From an optimization exercise on the open Yosys and OpenROAD flow, aimed at small area, a short achievable clock period and few clock cycles; shortcuts taken in it are not production practice. Only simulation tests tie the RTL to the original design; equivalence was not proved. Power figures rest on the tool's default switching activity, not on a simulated workload.

[design/flow/config.mk]
export PLATFORM = sky130hd
export DESIGN_NAME = n_queens_backtrack_search
export DESIGN_NICKNAME = n_queens_backtrack_search
export VERILOG_FILES = /design/flow/design.v
export SDC_FILE = /design/flow/constraint.sdc
export NUM_CORES = 4
export LEC_CHECK = 0
export CAP_MARGIN = 20
export CORE_MARGIN = 2
export CORE_UTILIZATION = 40
export SLEW_MARGIN = 20
[design/flow/constraint.sdc]
create_clock -name core_clock -period 10.0 [get_ports {clk}]
set_input_delay 2.0000 -clock core_clock [delete_from_list [all_inputs] [get_ports {clk}]]
set_output_delay 2.0000 -clock core_clock [all_outputs]
set_load 0.01 [all_outputs]
[design/flow/design.v]
package nqbs_pkg;
  localparam int DEF_MAX_QUEENS = 16;
  localparam int CFG_IDX_W  = 1;
  localparam int CFG_DATA_W = 32;
  localparam int BOARD_W    = 5;
  localparam int BUDGET_W   = 32;
  localparam logic [CFG_IDX_W-1:0] REG_BOARD_SIZE  = 1'd0;
  localparam logic [CFG_IDX_W-1:0] REG_STEP_BUDGET = 1'd1;
  localparam logic [BOARD_W-1:0]  BOARD_RST  = 5'd8;
  localparam logic [BUDGET_W-1:0] BUDGET_RST = 32'd1000000;
  localparam int IN_TDATA_W  = 8;
  localparam int OUT_TDATA_W = 16;
  localparam int COL_OUT_W   = 4;
  localparam int ROW_OUT_W   = 4;
  localparam int DEPTH_OUT_W = 5;
  typedef struct packed {
    logic init;
    logic step;
    logic finish;
    logic emit_adv;
  } dp_cmd_t;
  typedef struct packed {
    logic at_full;
    logic budget_hit;
    logic exhaust;
    logic emit_last;
  } dp_sts_t;
endpackage
import nqbs_pkg::*;
module nqbs_ctrl
(
  input  logic    clk,
  input  logic    rst_n,
  input  logic    in_tvalid,
  input  logic    start_req,
  output logic    in_tready,
  output logic    out_tvalid,
  input  logic    out_tready,
  input  nqbs_pkg::dp_sts_t sts,
  output nqbs_pkg::dp_cmd_t cmd
);
  typedef enum logic [1:0] {
    S_IDLE,
    S_SEARCH,
    S_EMIT
  } state_t;
  state_t state_r;
  logic   in_tready_r;
  logic   out_tvalid_r;
  assign in_tready  = in_tready_r;
  assign out_tvalid = out_tvalid_r;
  always_comb begin
    cmd = '0;
    unique case (state_r)
      S_IDLE: begin
        cmd.init = in_tvalid & start_req;
      end
      S_SEARCH: begin
        if (sts.at_full || sts.budget_hit) begin
          cmd.finish = 1'b1;
        end else begin
          cmd.step = 1'b1;
        end
      end
      S_EMIT: begin
        cmd.emit_adv = out_tready;
      end
      default: begin
        cmd = '0;
      end
    endcase
  end
  always_ff @(posedge clk) begin
    if (!rst_n) begin
      state_r      <= S_IDLE;
      in_tready_r  <= 1'b1;
      out_tvalid_r <= 1'b0;
    end else begin
      unique case (state_r)
        S_IDLE: begin
          if (in_tvalid && start_req) begin
            state_r     <= S_SEARCH;
            in_tready_r <= 1'b0;
          end
        end
        S_SEARCH: begin
          if (sts.at_full || sts.budget_hit || sts.exhaust) begin
            state_r      <= S_EMIT;
            out_tvalid_r <= 1'b1;
          end
        end
        S_EMIT: begin
          if (out_tready && sts.emit_last) begin
            state_r      <= S_IDLE;
            out_tvalid_r <= 1'b0;
            in_tready_r  <= 1'b1;
          end
        end
        default: begin
          state_r <= S_IDLE;
        end
      endcase
    end
  end
endmodule
import nqbs_pkg::*;
module nqbs_dp
#(
  parameter int MAX_QUEENS = DEF_MAX_QUEENS
) (
  input  logic                   clk,
  input  logic                   rst_n,
  input  logic                   cfg_we,
  input  logic [CFG_IDX_W-1:0]   cfg_index,
  input  logic [CFG_DATA_W-1:0]  cfg_data,
  input  nqbs_pkg::dp_cmd_t                cmd,
  output nqbs_pkg::dp_sts_t                sts,
  output logic [OUT_TDATA_W-1:0] out_tdata,
  output logic                   out_tlast
);
  localparam int COL_W = $clog2(MAX_QUEENS);
  localparam int CNT_W = $clog2(MAX_QUEENS + 1);
  localparam int ROW_W = COL_W;
  logic [BOARD_W-1:0]  board_size_r;
  logic [BUDGET_W-1:0] step_budget_r;
  logic [ROW_W-1:0] rows_r      [MAX_QUEENS];
  logic [ROW_W-1:0] rows_upd    [MAX_QUEENS];
  logic [ROW_W-1:0] best_rows_r [MAX_QUEENS];
  logic [MAX_QUEENS-1:0] valid_r;
  logic [CNT_W-1:0]    active_r;
  logic [CNT_W-1:0]    best_depth_r;
  logic [BUDGET_W-1:0] steps_r;
  logic                solved_r;
  logic                ran_out_r;
  logic [COL_W-1:0]    k_r;
  logic [CNT_W-1:0] n;
  logic [COL_W-1:0] col;
  logic [CNT_W-1:0] r_try;
  logic [CNT_W-1:0] active_inc;
  logic             over;
  logic             fits;
  logic [MAX_QUEENS-1:0] clash;
  logic [CNT_W-1:0] lane_other [MAX_QUEENS];
  logic [CNT_W-1:0] lane_diff  [MAX_QUEENS];
  logic [CNT_W-1:0] lane_dist  [MAX_QUEENS];
  logic             placed;
  logic [ROW_OUT_W-1:0] row_out;
  always_comb begin
    if (board_size_r == '0) begin
      n = CNT_W'(1);
    end else if (32'(board_size_r) > MAX_QUEENS) begin
      n = CNT_W'(MAX_QUEENS);
    end else begin
      n = CNT_W'(board_size_r);
    end
  end
  assign col        = active_r[COL_W-1:0];
  assign r_try      = valid_r[col] ? CNT_W'(rows_r[col]) + CNT_W'(1) : '0;
  assign over       = (r_try >= n);
  assign active_inc = active_r + CNT_W'(1);
  always_comb begin
    for (int i = 0; i < MAX_QUEENS; i++) begin
      lane_other[i] = CNT_W'(rows_r[i]);
      lane_dist[i]  = active_r - CNT_W'(i);
      lane_diff[i]  = (lane_other[i] > r_try) ? lane_other[i] - r_try
                                              : r_try - lane_other[i];
      clash[i]      = (CNT_W'(i) < active_r) &&
                      ((lane_diff[i] == '0) || (lane_diff[i] == lane_dist[i]));
    end
  end
  assign fits = ~|clash;
  always_comb begin
    for (int i = 0; i < MAX_QUEENS; i++) begin
      rows_upd[i] = rows_r[i];
    end
    rows_upd[col] = r_try[ROW_W-1:0];
  end
  assign sts.at_full    = (active_r >= n);
  assign sts.budget_hit = (steps_r >= step_budget_r);
  assign sts.exhaust    = over && (active_r == '0);
  assign sts.emit_last  = ((CNT_W'(k_r) + CNT_W'(1)) == n);
  always_ff @(posedge clk) begin
    if (!rst_n) begin
      board_size_r  <= BOARD_RST;
      step_budget_r <= BUDGET_RST;
      valid_r       <= '0;
      active_r      <= '0;
      best_depth_r  <= '0;
      steps_r       <= '0;
      solved_r      <= 1'b0;
      ran_out_r     <= 1'b0;
      k_r           <= '0;
    end else begin
      if (cfg_we) begin
        unique case (cfg_index)
          REG_BOARD_SIZE:  board_size_r  <= cfg_data[BOARD_W-1:0];
          REG_STEP_BUDGET: step_budget_r <= cfg_data[BUDGET_W-1:0];
          default: ;
        endcase
      end
      if (cmd.init) begin
        valid_r      <= '0;
        active_r     <= '0;
        best_depth_r <= '0;
        steps_r      <= '0;
        solved_r     <= 1'b0;
        ran_out_r    <= 1'b0;
        k_r          <= '0;
      end
      if (cmd.step) begin
        steps_r <= steps_r + BUDGET_W'(1);
        if (over) begin
          valid_r[col] <= 1'b0;
          if (active_r != '0) begin
            active_r <= active_r - CNT_W'(1);
          end
        end else begin
          valid_r[col] <= 1'b1;
          if (fits) begin
            active_r <= active_inc;
            if (active_inc > best_depth_r) begin
              best_depth_r <= active_inc;
            end
          end
        end
      end
      if (cmd.finish) begin
        solved_r  <= sts.at_full;
        ran_out_r <= ~sts.at_full & sts.budget_hit;
      end
      if (cmd.emit_adv) begin
        k_r <= k_r + COL_W'(1);
      end
    end
  end
  always_ff @(posedge clk) begin
    if (cmd.step && !over) begin
      rows_r[col] <= r_try[ROW_W-1:0];
      if (fits && (active_inc > best_depth_r)) begin
        for (int i = 0; i < MAX_QUEENS; i++) begin
          best_rows_r[i] <= rows_upd[i];
        end
      end
    end
  end
  assign placed  = (CNT_W'(k_r) < best_depth_r);
  assign row_out = placed ? ROW_OUT_W'(best_rows_r[k_r]) : '0;
  assign out_tdata = {ran_out_r,
                      solved_r,
                      DEPTH_OUT_W'(best_depth_r),
                      placed,
                      row_out,
                      COL_OUT_W'(k_r)};
  assign out_tlast = sts.emit_last;
endmodule
import nqbs_pkg::*;
module n_queens_backtrack_search
#(
  parameter int MAX_QUEENS = DEF_MAX_QUEENS
) (
  input  logic                   clk,
  input  logic                   rst_n,
  input  logic                   cfg_valid,
  output logic                   cfg_ready,
  input  logic [CFG_IDX_W-1:0]   cfg_index,
  input  logic [CFG_DATA_W-1:0]  cfg_data,
  input  logic                   in_tvalid,
  output logic                   in_tready,
  input  logic [IN_TDATA_W-1:0]  in_tdata,    
  output logic                   out_tvalid,
  input  logic                   out_tready,
  output logic [OUT_TDATA_W-1:0] out_tdata,
  output logic                   out_tlast
);
  nqbs_pkg::dp_cmd_t cmd;
  nqbs_pkg::dp_sts_t sts;
  assign cfg_ready = 1'b1;
  nqbs_ctrl u_ctrl (
    .clk        (clk),
    .rst_n      (rst_n),
    .in_tvalid  (in_tvalid),
    .start_req  (in_tdata[0]),
    .in_tready  (in_tready),
    .out_tvalid (out_tvalid),
    .out_tready (out_tready),
    .sts        (sts),
    .cmd        (cmd)
  );
  nqbs_dp #(
    .MAX_QUEENS (MAX_QUEENS)
  ) u_dp (
    .clk       (clk),
    .rst_n     (rst_n),
    .cfg_we    (cfg_valid),
    .cfg_index (cfg_index),
    .cfg_data  (cfg_data),
    .cmd       (cmd),
    .sts       (sts),
    .out_tdata (out_tdata),
    .out_tlast (out_tlast)
  );
endmodule
[design/flow/run.sh]
#!/bin/bash
# synth_recipe.tcl (not shown) runs the flow's synth.tcl, then flattens the netlist and writes it again
# the make line also repeats each setting of config.mk as NAME=value (left out here)
make -C /OpenROAD-flow-scripts/flow DESIGN_CONFIG=/design/flow/config.mk WORK_HOME=/design/flow/orfs CLKGATE_MAP_FILE= SYNTH_SCRIPT=/design/flow/synth_recipe.tcl finish
==> notes.md <==
-- flip-flops by register name, indices dropped and copies added (netlist names) --
| name | count |
|---|---|
| u_dp.best_rows_r | 64 |
| u_dp.rows_r | 64 |
| u_dp.step_budget_r | 32 |
| u_dp.steps_r | 32 |
| u_dp.valid_r | 16 |
| u_dp.active_r | 5 |
| u_dp.best_depth_r | 5 |
| u_dp.board_size_r | 5 |
| u_dp.k_r | 4 |
| u_ctrl.state_r | 2 |
| u_ctrl.in_tready_r | 1 |
| u_ctrl.out_tvalid_r | 1 |
| u_dp.ran_out_r | 1 |
| u_dp.solved_r | 1 |
-- where the power goes --
part | internal, W | leakage (nW) | switching (W)
sequential | 0.00105 | 2.03 | 0.0000207
combinational | 0.000237 | 7.02 | 0.000394
clock | 0.000564 | 0.404 | 0.000396
total | 0.00185 | 9.45 | 0.000811
-- worst max-delay path, delay by kind of cell, from the launching register on --
kind,cells,cell delay (ns)
buf+inv,5,2.06
compound gates,4,1.06
flops,1,0.89
mux,3,1.58
fa+ha+maj,2,0.72
simple gates,6,1.45
-- through the flow --
stage	total power (W)	hold WS (ns)	utilization [%]	instances
after floorplan	0.00152	0.435	-	2468
after global placement	0.00170	0.444	42.6	3123
after detailed placement	0.00171	0.448	42.6	3123
after CTS	0.00267	0.455	44.2	3169
after global routing	0.00277	0.473	44.2	3169
final	0.00266	0.454	44.2	3170
-- kinds of logic after synthesis --
kind of cell    Yosys count  synth area share (%)
compound gates          698                  21.3
simple gates            753                  17.6
fa+ha+maj               239                  15.3
flops                   233                  28.2
xor+xnor                126                  5.70
buf+inv                 326                  6.09
mux                      92                  5.82
other cells               1                0.0178
-- metal layers --
layer	GRT usage (%)	wire, microns	part of all wire (%)	vias up
met5	0	0	0	-
met4	10.8	3560	5.0	0
met3	3.78	5560	7.8	176
met2	42.0	32800	46	845
met1	33.5	29600	41	9164
li1	-	-	-	8909
-- worst max-delay path by stage --
stage | start | end | slack (ns) | depth (start not counted)
6_report | u_dp.active_r[0] | u_dp.best_rows_r[14][3] | 1.79 | 20
3_3_place_gp | u_dp.active_r[0] | u_dp.best_rows_r[4][1] | 2.00 | 20
5_1_grt | u_dp.active_r[0] | u_dp.best_rows_r[14][3] | 1.49 | 20
3_5_place_dp | u_dp.active_r[0] | u_dp.best_rows_r[6][2] | 1.87 | 20
4_1_cts | u_dp.active_r[0] | u_dp.best_rows_r[15][0] | 1.87 | 20
2_1_floorplan | u_dp.active_r[0] | u_dp.best_rows_r[0][0] | 0.58 | 22
-- final cells by class --
class	instances	area, sq um
clock buffer	36	739
multi-input combinational	1909	13900
fill	5139	29200
tap	688	861
clock inverter	10	100
inverter	196	738
timing repair buffer	97	871
antenna	1	2.50
sequential	233	5950
-- placed cells by master (no fill, tap or decap), drive strengths merged, types with 38 or more instances in the layout --
cell and instances:
a21o 54, a21oi 187, and3 47, buf 40, clkdlybuf4s50 57, dfxtp 105, edfxtp 128, ha 207
inv 195, mux2i 55, nand2 266, nand3 54, nor2 137, nor2b 43, o21ai 175, xnor2 81
xor2 38
==> results.yml <==
clocking:
  insertion_delay_ns: 0.56
  path_clk_slew_ns: 0.06
  cts_buffers: 27
  htreeDepth: 1
  cts_tree: "built"
  cts_resized: 0
  cts.sink_count: 233
  ctsLongestPathBuffers: 3
  clockRootBuffer: "clkbuf_16"
  postCtsHoldBufs: 0
  post_cts_buffers: 0
global_routing:
  track_usage_pct: 25.6
  antenna_found_initial: 2
  grt_max_degree: 76
  grt_pass1_wl_mm: 107
  overflow: 0
  grt_pass1_vias: 17900
setup_path:
  crit_top_cell: "buf_4"
  crit_chain: "buf_4, mux4_2, mux4_2, nor2b_4, inv_1, ha_1, inv_1, fa_1, a21o_1, a21o_1, or2_2, a31oi_1, mux2_2, a221oi_1, nor3_1, nor4_1, nand4_1, buf_4, nor2_4, buf_4"
  reg2reg_depth: 20
  cp.arrival_ns: 8.40
  startpoint_type: "register"
  cp.required_ns: 10.18
  max_stage_delay_ns: 0.89
  crit_path_end_kind: "register"
  regToRegStartpoint: "u_dp.active_r[0]"
  r2r_end: "u_dp.best_rows_r[14][3]"
  crit_type: "reg2reg"
  cp_slowest_cell: "dfxtp_2"
  r2r_slack_ns: 1.79
  worstPathMaxFanout: 65
floorplanning:
  rows: 84
  start_util_pct: 40.3
  chipWidth_microns: 234
  dieArea_sq_um: 54600
  ios: 66
  core_area_sq_um: 52300
  die_y_microns: 234
place:
  place_area_sq_um: 22300
  post-dp-hpwl_mm: 51.9
  place_ws_ns: 1.87
  gp_congestion: 0.964
  numPortBuffers: 57
drt:
  vias: 19100
  ant_nets: 0
  viasPerCell: 6.02
  drt-pass1-iter-count: 5
  drt-wirelength-per-cell_microns: 22.6
  drt_iter0_drc: 1757
  wl_mm: 71.5
  drc: 0
power:
  powerDensity_nw_per_um2: 115
  leakagePower_nw: 9.45
  peakVddDrop_uv: 111
worst_hold_path:
  whs_endpoint: "u_dp.step_budget_r[23]"
  hold_depth: 2
  hp-class: "reg2reg"
  worstHoldStart: "u_dp.step_budget_r[23]"
finish:
  nets: 2749
  drive_above_1_share_pct: 6.05
  syn_to_final_growth_pct: 9.84
  post-route-cell-area_sq_um: 23200
sta:
  relSlewSlack_pct: 23.6
  finalCriticalPeriod_ns: 8.21
  setup_violations: 0
  final_hold_viol_count: 0
  period_share_pct: 82.1
  timing.final.ws_setup_ns: 1.79
  timing.fmax_mhz: 122
  rsz0062_at_grt: "false"
  tightest_slew_ns: 1.13
  clock_skew_ns: 0.0340
  drv_slew: 0
  final.setup.tns_ns: 0
yosys:
  avgSynthCellArea_sq_um: 8.54
  synth_ff_type: "edfxtp_1"
  synthTopCellsByArea: "edfxtp_1 (18%), ha_1 (12%), dfxtp_1 (10%), nand2_1 (4.7%), a21oi_1 (4.4%)"
  synth-edff-count: 128
  yosysWarnings: 7
  synth.distinct_cells: 88
  synth_largest_area_cell: "edfxtp_1"
  ys_ff_latch: 233
  syn-instance-count: 2468
  synth.yosys.seq_area_share_pct: 28.2
  yosysTopAreaCellShare_pct: 18.2
  syn-num-nets: 2753
  synthMostInstantiatedCell: "nand2_1"
  syn_area_sq_um: 21100
  synth_common_cells: "nand2_1 (266), ha_1 (207), inv_1 (193)"
  async_flop_share_pct: 0
job:
  maxCapViolations: 0
run_status:
  status: "timing/DRC/antenna clean"
Testbench counts, summed over its fixed seeds: cycles 2,469,233.

## static timing again, ports no longer ideal
The results above use ideal ports. As a check the final layout listed here was re-extracted and re-timed, cells and wires unchanged.
Step 1 sets driving cells, clkbuf_16 on the clock port and buf_2 on the other inputs (assumed; they add their load-dependent delay and slew).
Step 2 also shifts input and output timing later by t, the mid clock arrival at the registers, as if the neighbouring blocks saw the same clock.
Three values: no drivers, after step 1, after step 2; two values: the first two.
shift t [ns]: 0.600
setup WS [ns]: 1.787 / 1.787 / 1.787
hold WS [ns]: 0.454 / 0.454 / 0.454
worst register clock-pin slew, ns: 0.07 / 0.07
After both steps this run still meets setup and hold. The setup slack of this run moves by 0.000 ns with the drivers and by 0.000 ns with both steps.
